Source: an optimization exercise on an open RTL-to-GDS flow (aim: small area). Production flows keep margins and buffers that such runs may drop. No functional check of the RTL was part of any run shown here. Power is estimated from default activity; no workload was simulated.

[design/flow/design.v]
`timescale 1ns/1ps
package nimplus_pkg;
   localparam int REG_ADDR_W = 8;      
   localparam int REG_DATA_W = 32;     
   localparam int SRC_SEL_W  = 8;      
   localparam int N_NIM_IN  = 8;
   localparam int N_LVDS_IN = 4;
   localparam int N_PULSE   = 2;       
   localparam int N_RJ45_IN = 8;       
   localparam int N_SMA     = 2;       
   localparam int N_NIM_OUT  = 4;
   localparam int N_RJ45_OUT = 12;     
   localparam int N_MUX      = N_NIM_OUT + 2*N_RJ45_OUT + N_SMA;       
   localparam int N_LOCAL_SRC = N_NIM_IN + N_LVDS_IN + N_PULSE;        
   localparam int N_ALL_SRC   = N_LOCAL_SRC + 2*N_RJ45_IN + N_SMA;     
   localparam int LEN_WIDTH = 6;       
   localparam int SRC_NIM_BASE    = 0;
   localparam int SRC_LVDS_BASE   = SRC_NIM_BASE + N_NIM_IN;           
   localparam int SRC_PULSE_BASE  = SRC_LVDS_BASE + N_LVDS_IN;         
   localparam int SRC_RJ45_1_BASE = SRC_PULSE_BASE + N_PULSE;          
   localparam int SRC_RJ45_2_BASE = SRC_RJ45_1_BASE + N_RJ45_IN;       
   localparam int SRC_SMA_BASE    = SRC_RJ45_2_BASE + N_RJ45_IN;       
   localparam int MUX_NIM_BASE    = 0;
   localparam int MUX_RJ45_1_BASE = MUX_NIM_BASE + N_NIM_OUT;          
   localparam int MUX_RJ45_2_BASE = MUX_RJ45_1_BASE + N_RJ45_OUT;      
   localparam int MUX_SMA_BASE    = MUX_RJ45_2_BASE + N_RJ45_OUT;      
   localparam logic [7:0] REG_CTRL     = 8'd0;     
   localparam logic [7:0] REG_PULSE0   = 8'd1;
   localparam logic [7:0] REG_PULSE1   = 8'd2;
   localparam logic [7:0] REG_MUX_BASE = 8'd16;    
   localparam int CTRL_SOFT_RST_BIT = 0;
   localparam int PULSE_LEN_LSB     = 16;    
   localparam int MUX_INV_BIT       = 8;     
   localparam int                   DEF_PULSE_PERIOD = 0;
   localparam logic [LEN_WIDTH-1:0] DEF_PULSE_LENGTH = '0;
   localparam logic [SRC_SEL_W-1:0] DEF_MUX_SEL      = '0;
   localparam logic                 DEF_MUX_INVERT   = 1'b0;
endpackage
`timescale 1ns/1ps
module param_regs
(
   input  logic              clk_160,
   input  logic              rst,
   input  logic [7:0]        reg_addr,
   input  logic [31:0]       reg_wdata,
   input  logic              reg_we,
   input  logic              reg_re,
   output logic [31:0]       reg_rdata,
   output logic              reg_rack,
   output logic              clr,
   output logic [1:0][15:0]  pulse_period,
   output logic [1:0][5:0]   pulse_length,
   output logic [29:0][7:0]  mux_sel,
   output logic [29:0]       mux_invert
);
   logic        soft_rst;
   logic [29:0] hit;             
   logic [1:0]  hit_pulse;       
   logic [21:0] wd;              
   logic [29:0] ld;              
   logic [1:0]  ld_pulse;
   logic [21:0] rd_word;         
   logic [21:0] pw0, pw1;        
   assign pw0 = {pulse_length[0], pulse_period[0]};
   assign pw1 = {pulse_length[1], pulse_period[1]};
   assign clr = rst | soft_rst;
   assign wd  = reg_wdata[21:0] & {22{~clr}};
   always_comb
   begin
      for (int n = 0; n < 30; n++)
      begin
         hit[n] = !rst && (reg_addr == 8'(16 + n));
         ld[n]  = clr | (reg_we & hit[n]);
      end
      for (int p = 0; p < 2; p++)
      begin
         hit_pulse[p] = !rst && (reg_addr == 8'(1 + p));
         ld_pulse[p]  = clr | (reg_we & hit_pulse[p]);
      end
   end
   always_ff @(posedge clk_160)
   begin
      for (int p = 0; p < 2; p++)
         if (ld_pulse[p])
         begin
            pulse_period[p] <= wd[15:0];
            pulse_length[p] <= wd[21:16];
         end
      for (int n = 0; n < 30; n++)
         if (ld[n])
         begin
            mux_sel[n]    <= wd[7:0];
            mux_invert[n] <= wd[8];
         end
   end
   logic [31:0]      rhit;
   logic [31:0][8:0] rfield;
   logic [8:0][10:0] rgrp;       
   assign rhit   = {hit_pulse, hit};
   for (genvar n = 0; n < 30; n++)
   begin : g_rfield
      assign rfield[n] = {mux_invert[n], mux_sel[n]};
   end
   assign rfield[30] = pulse_period[0][8:0];
   assign rfield[31] = pulse_period[1][8:0];
   for (genvar b = 0; b < 9; b++)
   begin : g_rbit
      for (genvar k = 0; k < 10; k++)
      begin : g_grp
         aoi222 aoi_i
         (
            .a0(rhit[3*k]),   .b0(rfield[3*k][b]),
            .a1(rhit[3*k+1]), .b1(rfield[3*k+1][b]),
            .a2(rhit[3*k+2]), .b2(rfield[3*k+2][b]),
            .y (rgrp[b][k])
         );
      end
      assign rgrp[b][10] = !((rhit[30] && rfield[30][b]) || (rhit[31] && rfield[31][b]));
      assign rd_word[b] = !(&rgrp[b]);
   end
   for (genvar b = 9; b < 22; b++)
   begin : g_rpulse
      assign rd_word[b] = (hit_pulse[0] && pw0[b]) || (hit_pulse[1] && pw1[b]);
   end
   logic [21:0] rdata_q;
   always_ff @(posedge clk_160)
      if (rst || reg_re)
         rdata_q <= rd_word;
   assign reg_rdata = {10'd0, rdata_q};
   always_ff @(posedge clk_160)
   begin
      if (rst)
      begin
         soft_rst <= 1'b0;
         reg_rack <= 1'b0;
      end
      else
      begin
         soft_rst <= reg_we && (reg_addr == 8'd0) && reg_wdata[0] && !soft_rst;
         reg_rack <= reg_re;
      end
   end
endmodule
module aoi222
(
   input  logic a0, b0, a1, b1, a2, b2,
   output logic y
);
   assign y = !((a0 && b0) || (a1 && b1) || (a2 && b2));
endmodule
`timescale 1ns/1ps
module pulse_gen
(
   input  logic        clk_160,
   input  logic        clr,         
   input  logic [15:0] period,      
   input  logic [5:0]  length,      
   output logic        pulse
);
   logic [15:0] count;
   logic [16:0] count_inc;
   logic        wrap;
   assign count_inc = {1'b0, count} + 17'd1;
   assign wrap      = (count_inc >= {1'b0, period});
   always_ff @(posedge clk_160)
   begin
      if (clr || wrap)
         count <= '0;
      else
         count <= count_inc[15:0];
      if (clr)
         pulse <= 1'b0;
      else
         pulse <= (period != '0) && (count < {10'd0, length});
   end
endmodule
`timescale 1ns/1ps
module output_router
(
   input  logic              clk_160,
   input  logic              rst,
   input  logic [31:0]       sources,
   input  logic [29:0][7:0]  mux_sel,
   input  logic [3:0]        nim_inv,
   output logic [29:0]       chan
);
   logic [29:0] val;
   for (genvar ch = 0; ch < 4; ch++)
   begin : g_nim
      logic [7:0] s;
      logic [3:0] l1;
      logic       m;
      assign s = mux_sel[ch];
      for (genvar k = 0; k < 3; k++)
      begin : g_l1
         mux4 mux4_i (.d(sources[4*k +: 4]), .s(s[1:0]), .y(l1[k]));
      end
      assign l1[3] = !s[1] && (s[0] ? sources[13] : sources[12]);
      mux4 mux4_m (.d(l1), .s(s[3:2]), .y(m));
      assign val[ch] = nim_inv[ch] ^ ((s[7:4] == 4'd0) && m);
   end
   for (genvar ch = 4; ch < 30; ch++)
   begin : g_wide
      logic [7:0] s;
      logic [7:0] l1;
      logic [1:0] l2;
      assign s = mux_sel[ch];
      for (genvar k = 0; k < 8; k++)
      begin : g_l1
         mux4 mux4_i (.d(sources[4*k +: 4]), .s(s[1:0]), .y(l1[k]));
      end
      mux4 mux4_a (.d(l1[3:0]), .s(s[3:2]), .y(l2[0]));
      mux4 mux4_b (.d(l1[7:4]), .s(s[3:2]), .y(l2[1]));
      assign val[ch] = (s[7:5] == 3'd0) && (s[4] ? l2[1] : l2[0]);
   end
   always_ff @(posedge clk_160)
   begin
      if (rst)
         chan <= '0;
      else
         chan <= val;
   end
endmodule
module mux4
(
   input  logic [3:0] d,
   input  logic [1:0] s,
   output logic       y
);
   assign y = d[s];
endmodule
`timescale 1ns/1ps
module rtf_nimplus
(
   input  logic        clk_160,
   input  logic        rst,
   input  logic [7:0]  nim_in,
   input  logic [3:0]  lvds_in,
   input  logic [7:0]  rj45_in_1,
   input  logic [7:0]  rj45_in_2,
   input  logic [1:0]  sma_in,
   input  logic [7:0]  reg_addr,
   input  logic [31:0] reg_wdata,
   input  logic        reg_we,
   input  logic        reg_re,
   output logic [31:0] reg_rdata,
   output logic        reg_rack,
   output logic [3:0]  nim_out,
   output logic [11:0] rj45_out_1,
   output logic [11:0] rj45_out_2,
   output logic [1:0]  sma_out
);
   logic             clr;
   logic [1:0][15:0] pulse_period;
   logic [1:0][5:0]  pulse_length;
   logic [29:0][7:0] mux_sel;
   logic [29:0]      mux_invert;
   logic [1:0]       pulse;
   logic [31:0]      sources;
   logic [29:0]      chan;
   assign sources = {sma_in, rj45_in_2, rj45_in_1, pulse, lvds_in, nim_in};
   param_regs param_regs_i
   (
      .clk_160      (clk_160),
      .rst          (rst),
      .reg_addr     (reg_addr),
      .reg_wdata    (reg_wdata),
      .reg_we       (reg_we),
      .reg_re       (reg_re),
      .reg_rdata    (reg_rdata),
      .reg_rack     (reg_rack),
      .clr          (clr),
      .pulse_period (pulse_period),
      .pulse_length (pulse_length),
      .mux_sel      (mux_sel),
      .mux_invert   (mux_invert)
   );
   for (genvar g = 0; g < 2; g++)
   begin : g_pulse
      pulse_gen pulse_gen_i
      (
         .clk_160 (clk_160),
         .clr     (clr),
         .period  (pulse_period[g]),
         .length  (pulse_length[g]),
         .pulse   (pulse[g])
      );
   end
   output_router output_router_i
   (
      .clk_160 (clk_160),
      .rst     (rst),
      .sources (sources),
      .mux_sel (mux_sel),
      .nim_inv (mux_invert[3:0]),
      .chan    (chan)
   );
   assign nim_out    = chan[3:0];
   assign rj45_out_1 = chan[15:4];
   assign rj45_out_2 = chan[27:16];
   assign sma_out    = chan[29:28];
endmodule
[design/flow/constraint.sdc]
create_clock -name core_clock -period 5.0 [get_ports {clk_160}]
set_input_delay 1.0000 -clock core_clock [delete_from_list [all_inputs] [get_ports {clk_160}]]
set_output_delay 1.0000 -clock core_clock [all_outputs]
set_load 0.01 [all_outputs]
[design/flow/config.mk]
export PLATFORM = sky130hd
export DESIGN_NAME = rtf_nimplus
export DESIGN_NICKNAME = rtf_nimplus
export VERILOG_FILES = /design/flow/design.v
export SDC_FILE = /design/flow/constraint.sdc
export NUM_CORES = 4
export LEC_CHECK = 0
export CAP_MARGIN = 20
export CORE_MARGIN = 2
export CORE_UTILIZATION = 45
export PLACE_DENSITY = 0.65
export SLEW_MARGIN = 20
export SYNTH_HIERARCHICAL = 1
export SYNTH_MINIMUM_KEEP_SIZE = 0
[design/flow/run.sh]
#!/bin/bash
# synth_recipe.tcl (not shown) runs the flow's synth.tcl, then flattens the netlist and writes it again
# the make line also repeats each setting of config.mk as NAME=value (left out here)
make -C /OpenROAD-flow-scripts/flow DESIGN_CONFIG=/design/flow/config.mk WORK_HOME=/design/flow/orfs CLKGATE_MAP_FILE= SYNTH_SCRIPT=/design/flow/synth_recipe.tcl finish
==> results of run 1 <==
==> stage by stage <==
step	setup WS [ps]	utilization, %	hold slack (ps)	area, um^2	total power (W)
2_1_floorplan	1860	-	487	22700	0.00494
3_3_place_gp	840	50.1	514	25000	0.00544
3_5_place_dp	795	50.1	509	25000	0.00547
4_1_cts	1360	53.1	511	26500	0.00884
5_1_grt	1180	53.0	524	26400	0.00907
6_report	1190	53.0	514	26400	0.00882
==> Yosys cell counts (9+ instances only) <==
| master | n | share of area (%) |
|---|---|---|
| a221o_1 | 9 | 0.40 |
| buf_4 | 12 | 0.40 |
| mux2i_1 | 30 | 1.3 |
| or4_1 | 26 | 0.86 |
| nand2_1 | 44 | 0.73 |
| nand4_1 | 29 | 0.80 |
| and2_1 | 22 | 0.61 |
| ha_1 | 44 | 2.4 |
| nand2b_1 | 10 | 0.28 |
| dfxtp_1 | 66 | 5.8 |
| mux4_2 | 276 | 27 |
| a222oi_1 | 90 | 4.0 |
| inv_1 | 47 | 0.78 |
| xnor2_1 | 22 | 0.85 |
| or3_1 | 9 | 0.25 |
| nor3_1 | 11 | 0.24 |
| nor3b_1 | 28 | 0.93 |
| edfxtp_1 | 336 | 45 |
| nor4_1 | 21 | 0.58 |
| o21ai_0 | 33 | 0.73 |
| nand3_1 | 20 | 0.44 |
| nor2_1 | 74 | 1.2 |
| a22o_1 | 13 | 0.50 |
| clkbuf_1 | 11 | 0.18 |
| a21oi_1 | 14 | 0.31 |
| a21o_1 | 10 | 0.33 |
==> cells in the final DEF, fill, tap and decap left out, drive strengths merged, types with 11 or more instances in the layout <==
cell / Yosys / layout
edfxtp: 336 / 336
mux4: 276 / 276
clkdlybuf4s50: 0 / 99
a222oi: 90 / 90
buf: 21 / 90
nor2: 78 / 78
dfxtp: 66 / 66
clkbuf: 12 / 61
inv: 47 / 50
nand2: 44 / 44
ha: 44 / 44
o21ai: 33 / 33
nor3b: 32 / 32
nand4: 31 / 31
mux2i: 30 / 30
or4: 29 / 29
xnor2: 22 / 22
and2: 22 / 22
nor4: 21 / 21
nand3: 20 / 20
a21oi: 14 / 14
nor3: 14 / 14
a22o: 13 / 13
clkinv: 0 / 11
==> power by group <==
part           leakage [nW]  internal [W]  switching [W]
sequential             3.81       0.00390       0.000295
combinational          4.56      0.000687       0.000558
clock                 0.725       0.00199        0.00139
total                  9.10       0.00657        0.00225
==> state kept, by name, indices dropped and copies added (netlist names) <==
signal	flops
param_regs_i.pulse_length	12
g_pulse.pulse_gen_i.count	32
output_router_i.chan	30
param_regs_i.mux_sel	240
param_regs_i.rdata_q	22
param_regs_i.reg_rack	1
param_regs_i.soft_rst	1
param_regs_i.pulse_period	32
g_pulse.pulse_gen_i.pulse	2
param_regs_i.mux_invert	30
==> worst reg2reg max path, cell delays in order, from the launching register on <==
cell	delay, ps
dfxtp_1	430
ha_1	320
inv_1	60
or4_4	620
nor2_4	160
xor2_2	190
ha_1	270
a21o_1	180
a211o_1	280
a31oi_1	280
o211ai_4	280
nor3b_1	270
==> cells by family (layout without fill, tap and decap cells) <==
family,after synthesis,after routing,share of synthesized area (%)
flip-flops,402,402,50.4
multiplexers,306,306,28.8
other,1,10,0.0166
adder cells (fa/ha/maj),44,44,2.43
XOR/XNOR,28,28,1.22
AND/OR/NAND/NOR,326,326,8.36
AO/OA/AOI/OAI,188,188,7.08
buffers and inverters,80,318,1.68
==> modules after synthesis, one instance, submodules excluded, excerpt <==
| module | flip-flops and latches | cell area [um^2] |
|---|---|---|
| mux4 | 0 | 22.5 |
| param_regs | 338 | 11400 |
| aoi222 | 0 | 10.0 |
| output_router | 30 | 1340 |
| pulse_gen | 17 | 1370 |
==> metal layers <==
metal / share of wire, % / GRT usage, %
met2: 45 / 42.8
met5: 0.031 / 0
met1: 36 / 38.6
met3: 15 / 8.73
met4: 4.1 / 12.1
==> area by class of cell <==
class / count / area, um^2
well taps: 672 / 841
repair buffers: 189 / 1640
fillers: 4105 / 23400
clock inverters: 21 / 264
clock buffers: 61 / 1220
flip-flops and latches: 402 / 11400
multi-input cells: 902 / 10900
inverters: 47 / 176
==> worst min-delay path by stage <==
stage	endpoint	start	slack [ps]
finish	output_router_i.chan[7]	param_regs_i.mux_sel[61]	510
global route	output_router_i.chan[24]	param_regs_i.mux_sel[199]	520
CTS	output_router_i.chan[26]	param_regs_i.mux_sel[214]	510
detailed placement	output_router_i.chan[7]	param_regs_i.mux_sel[61]	510
global placement	output_router_i.chan[26]	param_regs_i.mux_sel[215]	510
floorplan	g_pulse[0].pulse_gen_i.count[0]	g_pulse[0].pulse_gen_i.count[0]	490
==> impl_results.md, run 1 <==
* I/O pin count at 137
* Crit path largest cell delay at 670 ps
* Slowest CP cell: a222oi_1
* DP HPWL at 47.0 mm
* Yosys Warn Count at 9
* Hold Crit Class: reg -> reg
* Grt ovf at 0
* Synth cell types at 56
* Core area at 49900 um^2
* R2r endpoint: g_pulse[0].pulse_gen_i.count[4]
* Gate Count Post-Synth at 1375
* Register bit total from synthesis at 402
* Delay-heaviest family, CP: simple AND/OR/NAND/NOR gates
* Worst slew margin at 14.9%
* Worst IR Drop VDD at 0.269 mV
* Worst setup path endpoint: param_regs_i.rdata_q[5]
* Worst Hold Depth at 2
* Initial core utilization at 45.4%
* Slew Limit Fails at 0
* TritonCTS clock tree: yes
* Vias at 16637
* Final setup violating endpoints at 0
* Worst Path Arrival at 4150 ps
* CTS sink count at 402
* Non-Filler Instances at 2294
* Area grow syn2layout at 16.9%
* # rows at 82
* Count of input and output buffers at 116
* Top_reg_cell synth: edfxtp_1
* Synthesized area at 22600 um^2
* Setup_tns at 0 ps
* Clock Skew at 36.9 ps
* Clk buf depth at 3
* Min Clock Period, post-route at 3810 ps
* First-pass GRT wire length at 109 mm
* Die Wd at 228 um
* Routed len/inst at 32.6 um
* Pwr dens at 333 nW/um^2
* Final period util at 76.2%
* Cts hold-fix bufs at 0
* Syn_area_per_cell at 16.5 um^2
* Reg-to-Reg Start: g_pulse[0].pulse_gen_i.count[0]
* Drt drc at 0
* R2R setup slack at 1580 ps
* Fin. Hold Viols at 0
* Die Height at 228 um
* RSZ-0062 raised after global routing: false
* H-tree depth at 2
* Peak fanout along the critical path at 9
* Number of global-route vias before repair at 16561
* Share of cells above drive strength 1 at 28.8%
* EDFF count, synth at 336
* CTS Buf Count at 44
* Initial drt markers at 2865
* FF-to-FF path depth at 11
* Critical Path Most Common Cell: buf_4
* Vias per cell at 7.25
* Final Net Count at 1704
* Post-synth ARST share at 0%
* Largest net degree at the start of global routing at 33
* Post-cts resize count at 0
* Placed cells at 2212
* Skew-Pair Late Insertion Delay at 600 ps
* Status: no timing/DRC/antenna violations
* CTS clk-pin slew, worst paths at 60 ps
* Crit path from: reg_addr[4]
* Crit path buf inv count at 3
* Critical path type: in -> reg
* Static leakage at 9.10 nW
* Post-Route WL at 74.7 mm
* Diode count at 0
* CP Launch Type: input port
* Clock root buffer: clkbuf_16
* Total GRT Usage at 28.5%
* Slew @ Worst Pin at 1270 ps
* Pre-antenna DRT Iters at 8
* WP depth at 10
* Die area at 52100 um^2
* Antenna violations before repair at 2
* Seq/Total Area, Yosys at 50.4%
* Crit path capture type: register
* CP Cell Sequence: clkdlybuf4s50_1 > nor4b_2 > buf_4 > nand3_1 > nor4_1 > buf_4 > a222oi_1 > nand4_1 > or3_1 > a221o_1
* MaxCap Viol Count at 0
* CP required at 5340 ps
* Post-CTS setup buffer count at 0
* Peak Freq at 263 MHz
* Post-DRT Antenna Nets at 0
* Routability cong. at 0.940
==> inputs of run 2 (changes only) <==
--- a/design/flow/config.mk
+++ b/design/flow/config.mk
@@ -8,6 +8,7 @@
 export CAP_MARGIN = 20
 export CORE_MARGIN = 2
 export CORE_UTILIZATION = 45
+export CTS_BUF_LIST = sky130_fd_sc_hd__clkbuf_4 sky130_fd_sc_hd__clkbuf_8
 export PLACE_DENSITY = 0.65
 export SLEW_MARGIN = 20
 export SYNTH_HIERARCHICAL = 1
==> run 2 against run 1 <==
Against the previous run:
- critical endpoint is now param_regs_i.rdata_q[2]
- sequential cell count did not move
- clock skew down 10 ps
- largest power group unchanged
- power is 2.8% lower
- global-route usage about the same
- sequential share of layout area is essentially flat
- via count shrank 0.17%
==> impl_results.md, run 2 <==
* Status: no timing/DRC/antenna violations
* First-pass GRT wire length at 109 mm (-0.16%)
* Commonest cells post-synth: edfxtp_1 (336), mux4_2 (276), a222oi_1 (90)
* Pwr dens at 325 nW/um^2 (-2.7%)
* Crit path buf inv count at 1 (-2)
* H-tree depth at 3 (+1)
* Die Wd at 228 um (unchanged)
* Most frequent cell after synthesis: edfxtp_1
* CP required at 5370 ps (+30 ps)
* TritonCTS clock tree: yes
* Final setup violating endpoints at 0 (unchanged)
* P_sw at 0.00225 W (about the same)
* Post-CTS setup buffer count at 0 (unchanged)
* Clock network power share at 36.6% (-1.7 points)
* Clock Skew at 26.6 ps (-10.3 ps)
* Vias per cell at 7.09 (-2.3%)
* Worst Path Arrival at 4070 ps (-80 ps)
* Max reg flops at 240 (unchanged)
* Skew-Pair Late Insertion Delay at 660 ps (+60 ps)
* Crit path capture type: register
* Synth top area cells: edfxtp_1 (45%), mux4_2 (27%), dfxtp_1 (5.8%)
* Antenna violations before repair at 3 (+1)
* MaxCap Viol Count at 0 (unchanged)
* Top reg by flops: param_regs_i.mux_sel
* Worst IR Drop VDD at 0.379 mV (+41%)
* Slowest CP cell: clkdlybuf4s50_1
* Register bit total from synthesis at 402 (unchanged)
* # rows at 82 (unchanged)
* Diode count at 0 (unchanged)
* Cts hold-fix bufs at 0 (unchanged)
* Final period util at 73.8% (-2.4 points)
* Largest net degree at the start of global routing at 33 (unchanged)
* Count of input and output buffers at 116 (unchanged)
* Peak Freq at 271 MHz (+3.2%)
* Number of global-route vias before repair at 16766 (+1.2%)
* Final core utilization at 53.0% (-0.055 points)
* Crit path largest cell delay at 640 ps (-30 ps)
* Slew @ Worst Pin at 1280 ps (+9.00 ps)
* Initial drt markers at 2812 (-1.8%)
* Setup_tns at 0 ps (unchanged)
* Initial core utilization at 45.4% (unchanged)
* Top cell type by total area after synthesis: edfxtp_1
* CTS Buf Count at 72 (+64%)
* Drt drc at 0 (unchanged)
* Routed len/inst at 31.7 um (-2.6%)
* Comb power frac at 14.4% (+0.3 points)
* Post-cts resize count at 0 (unchanged)
* Seq/Total Area, Yosys at 50.4% (unchanged)
* Grt ovf at 0 (unchanged)
* Core area at 49900 um^2 (unchanged)
* Total GRT Usage at 28.4% (-0.039 points)
* Gate Count Post-Synth at 1375 (unchanged)
* Internal Power at 0.00633 W (-3.7%)
* Final Net Count at 1732 (+1.6%)
* Vias at 16609 (-0.17%)
* Min Clock Period, post-route at 3690 ps (-118 ps)
* Routability cong. at 0.940 (unchanged)
* CTS clk-pin slew, worst paths at 60 ps (about the same)
* Post-DRT Antenna Nets at 0 (unchanged)
* Most frequent cells in the layout: edfxtp_1 (336), mux4_2 (276), clkdlybuf4s50_1 (99), a222oi_1 (90), clkbuf_8 (77)
* Static leakage at 9.14 nW (+0.52%)
* Synthesized area at 22600 um^2 (unchanged)
* Sw Ratio at 26.2% (+0.74 points)
* Post-synth ARST share at 0% (unchanged)
* Clk buf depth at 3 (unchanged)
* EDFF count, synth at 336 (unchanged)
* Share of cells above drive strength 1 at 31.1% (+2.3 points)
* Peak fanout along the critical path at 10 (+1)
* Area grow syn2layout at 16.7%
* Sequential Power Share at 48.9% (+1.3 points)
* Largest registers: param_regs_i.mux_sel x240, g_pulse.pulse_gen_i.count x32, param_regs_i.pulse_period x32
* Synth cell types at 56 (unchanged)
* Clock root buffer: clkbuf_8
* Die Height at 228 um (unchanged)
* Yosys top cell area share at 44.6% (unchanged)
* CP Launch Type: input port
* Commonest non-fill, non-tap cell in the layout: edfxtp_1
* CTS sink count at 402 (unchanged)
* Worst slew margin at 14.3% (-0.60 points)
* Delay-heaviest family, CP: simple AND/OR/NAND/NOR gates
* CP Cell Sequence: clkdlybuf4s50_1 > nor3b_1 > nand2_1 > nor2_1 > a222oi_1 > nand4_1 > or3_1 > a221o_1
* I/O pin count at 137 (unchanged)
* Slew Limit Fails at 0 (unchanged)
* Post-Route WL at 74.3 mm (-0.52%)
* Die area at 52100 um^2 (unchanged)
* Top_reg_cell synth: edfxtp_1
* Fin. Hold Viols at 0 (unchanged)
* Critical path type: in -> reg
* Pre-antenna DRT Iters at 6 (-2)
* Syn_area_per_cell at 16.5 um^2 (unchanged)
* Yosys Warn Count at 9 (unchanged)
* DP HPWL at 47.0 mm (unchanged)
* RSZ-0062 raised after global routing: false
* Hold Crit Class: reg -> reg
[run 2: worst paths after layout]
| path | startpoint | end | slack (ps) | cells after the start |
|---|---|---|---|---|
| worst min register to register | param_regs_i.mux_sel[231] | output_router_i.chan[28] | 510 | 2 |
| worst max register to register | g_pulse[0].pulse_gen_i.count[0] | g_pulse[0].pulse_gen_i.count[4] | 1580 | 11 |
| worst max-delay path | reg_addr[1] | param_regs_i.rdata_q[2] | 1310 | 8 |
| worst min-delay path | param_regs_i.mux_sel[231] | output_router_i.chan[28] | 510 | 2 |
[run 2: final cells by class]
cell class | count | area [um^2]
clock buffers | 104 | 1260
fillers | 4143 | 23400
multi-input cells | 902 | 10900
flip-flops and latches | 402 | 11400
repair buffers | 189 | 1640
clock inverters | 27 | 199
well taps | 672 | 841
inverters | 47 | 176
[run 2: worst register-to-register path, stage by stage (launching register included)]
cell	delay [ps]
dfxtp_1	420
ha_1	320
inv_1	60
or4_4	620
nor2_4	160
xor2_2	200
ha_1	270
a21o_1	180
a211o_1	280
a31oi_1	280
o211ai_4	280
nor3b_1	260
[run 2: cell families after synthesis]
kind of cell / after synthesis / share of synthesized area (%)
and+or+nand+nor: 326 / 8.36
AOI/OAI and AO/OA: 188 / 7.08
buffers and inverters: 80 / 1.68
adders and majority gates: 44 / 2.43
xor gates and xnor gates: 28 / 1.22
muxes: 306 / 28.8
DFF: 402 / 50.4
other: 1 / 0.0166
[run 2: stage by stage]
step / hold slack (ps) / setup WS, ps / area (um^2) / instances / power (W)
finish: 513 / 1310 / 26400 / 2343 / 0.00857
floorplan: 487 / 1860 / 22700 / 1384 / 0.00494
CTS: 512 / 1490 / 26400 / 2343 / 0.00862
global placement: 514 / 840 / 25000 / 2212 / 0.00544
global route: 538 / 1310 / 26400 / 2343 / 0.00887
detailed placement: 509 / 795 / 25000 / 2212 / 0.00547
[run 2: per-module statistics from Yosys (local to each module, per instance), excerpt]
module / cells inside / area (um^2) / flops+latches
param_regs: 556 / 11400 / 338
pulse_gen: 157 / 1370 / 17
output_router: 139 / 1340 / 30
mux4: 1 / 22.5 / 0
aoi222: 1 / 10.0 / 0
[run 2: metal layers]
layer	GRT usage (%)	wire [um]
met1	38.2	26800
met4	12.0	3130
met3	9.33	11200
met5	0	26
met2	42.6	33200
[run 2: power groups by stage]
stage          clock network [W]  logic [W]  registers, W
6_report                 0.00314    0.00124       0.00419
5_1_grt                  0.00336    0.00128       0.00423
3_3_place_gp                   0    0.00119       0.00425
2_1_floorplan                  0   0.000769       0.00418
4_1_cts                  0.00321    0.00121       0.00419
3_5_place_dp                   0    0.00121       0.00426

-- port drivers added, routing unchanged --
Ports are ideal in the flow. The routed layouts listed here were re-timed in OpenROAD.
Step 1 sets driving cells, clkbuf_16 on the clock port and buf_2 on the other inputs (assumed; they add their load-dependent delay and slew).
Step 2 times the ports against the registers' clock, not the clock port: input delays grow and output delays shrink by t, the midpoint of the rising clock arrivals with the driver on.
Three values: ideal ports, drivers, drivers and shift; two values: the first two.
| run | t, ns | setup WS [ns] | clock arrival spread, ns |
|---|---|---|---|
| run 1 | 0.643 | 1.190 / 1.221 / 0.577 | 0.039 / 0.039 |
| run 2 | 0.697 | 1.308 / 1.341 / 0.644 | 0.031 / 0.031 |
After both steps every run listed still meets setup and hold. For run 2, which loses most, drivers alone change the setup slack by +0.033 ns; drivers and shift together by -0.664 ns.
